Context: an optimization exercise on an open-source flow, tuned for small area, a short achievable clock period and few clock cycles per item. The choices shown serve that exercise and are no tape-out recipe.
RTL that was checked went through simulation tests only; none was proved equivalent to the original.
No activity file was given, so power comes from the tool's default toggle rates.

==> job 5110 <==
## cpu_top
module cpu_top (
    input  wire         clk,
    input  wire         rst,
    output logic [24:0] dram_addr,
    output logic        dram_write_en,
    output logic [15:0] dram_write_data,
    input  wire  [15:0] dram_read_data,
    output logic [15:0] pc,
    output logic        retire
);
clock: 7.5 ns
lec_check: 0
cap_margin: 20
core_margin: 2
core_utilization: 40
place_density: 0.6
setup_slack_margin: 4.5
slew_margin: 20
run.sh (not shown) runs the stock make flow with config.mk's settings and CLKGATE_MAP_FILE= SYNTH_SCRIPT=/design/flow/synth_recipe.tcl, a recipe that flattens the netlist after the stock synthesis.
==> job 3380: changes against job 5110 <==
--- a/flow/design.v
+++ b/flow/design.v
@@ -128,37 +128,23 @@
     assign haz = clash(ev && e_ld, e_rd, d_uses_rs, d_uses_rt, d_br, d_wr, d_rs, d_rt, d_rd) ||
                  clash(lq0,        lq0_rd, d_uses_rs, d_uses_rt, d_br, d_wr, d_rs, d_rt, d_rd) ||
                  clash(lq1,        lq1_rd, d_uses_rs, d_uses_rt, d_br, d_wr, d_rs, d_rt, d_rd);
     assign kill_d = e_taken || flush;
     assign go     = f2 && !kill_d && !haz;
     assign replay = f2 && !kill_d && haz;
     assign d_addr = ev ? pc1 : pc;
     assign res_zero = (e_res == 16'h0000);
-    logic [15:0] sel_s, sel_t, sel_d;
-    logic [15:0] rf_s, rf_t;
-    logic        rf_z;
     always_comb begin
-        rf_s = 16'h0000;
-        rf_t = 16'h0000;
-        rf_z = 1'b0;
-        for (int i = 0; i < 16; i++) begin
-            sel_s[i] = rv[i] && (d_rs == 4'(i));
-            sel_t[i] = rv[i] && (d_rt == 4'(i));
-            sel_d[i] = (d_rd == 4'(i));
-            rf_s = rf_s | ({16{sel_s[i]}} & regs[i]);
-            rf_t = rf_t | ({16{sel_t[i]}} & regs[i]);
-            rf_z = rf_z | (sel_d[i] && (!rv[i] || zf[i]));
-        end
         if (e_wen && e_rd == d_rs) ra = e_res;
-        else                       ra = rf_s;
+        else                       ra = rv[d_rs] ? regs[d_rs] : 16'h0000;
         if (e_wen && e_rd == d_rt) rb = e_res;
-        else                       rb = rf_t;
+        else                       rb = rv[d_rt] ? regs[d_rt] : 16'h0000;
         if (e_wen && e_rd == d_rd) rz = res_zero;
-        else                       rz = rf_z;
+        else                       rz = !rv[d_rd] || zf[d_rd];
     end
     always_ff @(posedge clk) begin
         if (!rst) begin
             pc  <= 16'h0000;
             fa  <= 16'h0000;
             f0  <= 1'b0;
             f1  <= 1'b0;
             f2  <= 1'b0;
==> flow/config.mk (replaced) <==
export PLATFORM = sky130hd
export DESIGN_NAME = cpu_top
export DESIGN_NICKNAME = cpu_top
export VERILOG_FILES = /design/flow/design.v
export SDC_FILE = /design/flow/constraint.sdc
export NUM_CORES = 4
export LEC_CHECK = 0
export CAP_MARGIN = 20
export CORE_MARGIN = 2
export CORE_UTILIZATION = 40
export PLACE_DENSITY = 0.6
export SLEW_MARGIN = 20
==> job 4003: changes against job 5110 <==
==> flow/config.mk (replaced) <==
export PLATFORM = sky130hd
export DESIGN_NAME = cpu_top
export DESIGN_NICKNAME = cpu_top
export VERILOG_FILES = /design/flow/design.v
export SDC_FILE = /design/flow/constraint.sdc
export NUM_CORES = 4
export LEC_CHECK = 0
export CAP_MARGIN = 20
export CORE_MARGIN = 2
export CORE_UTILIZATION = 40
export PLACE_DENSITY = 0.6
export SLEW_MARGIN = 20
==> summary of the runs <==
Cell count, lowest first: job 3380, job 4003, job 5110.
Between job 4003 and job 3380, the lower sequential share of layout area is in job 3380 (gap 1.8 points).
Via count: job 3380 < job 4003 < job 5110.
In job 5110 the clock skew is higher than in job 4003, by 0.024 ns.
Of job 4003 and job 5110, job 4003 has the higher hold slack (gap 0.0073 ns).
Of job 5110 and job 3380, job 5110 has the higher first-iteration DRC count (gap about 50%, measured against job 3380).
Final area: job 5110 is higher than job 3380 (9.2%).
The lowest total power belongs to job 4003, the highest to job 3380.
Against job 4003, the register-to-register slack of job 3380 is worse by 0.23 ns.
Testbench counts of job 3380, summed over its fixed seeds: cycles 54,051, instructions 38,400.
For job 5110 and job 4003, only the layout was checked, not whether the RTL still works.

## separate check: timing with driven ports
How much do the figures lean on ideal ports? The routed layouts below were timed once more, with nothing changed but the port constraints. Step 1 (the two cells are an assumption about what drives the block):
set clk [get_ports {clk}]
set_driving_cell -lib_cell sky130_fd_sc_hd__clkbuf_16 $clk
set_driving_cell -lib_cell sky130_fd_sc_hd__buf_2 [delete_from_list [all_inputs] $clk]
Step 2 also shifts input and output timing later by t, the mid clock arrival at the registers, as if the neighbouring blocks saw the same clock. Slacks: ideal ports / drivers / drivers and shift; pairs: ideal ports / drivers.
run	shift t [ns]	setup WS [ns]	hold WS [ns]	slew at the worst register clock pin (ns)
job 5110	0.649	3.578 / 3.578 / 3.528	0.417 / 0.417 / 0.417	0.07 / 0.07
job 3380	0.637	2.051 / 1.992 / 2.140	0.427 / 0.427 / 0.427	0.06 / 0.06
job 4003	0.657	2.032 / 1.969 / 2.252	0.424 / 0.424 / 0.424	0.07 / 0.07
After both steps setup and hold are still met in every run listed. The setup slack of job 5110, which loses most, moves by 0.000 ns with the drivers and by -0.050 ns with both steps.
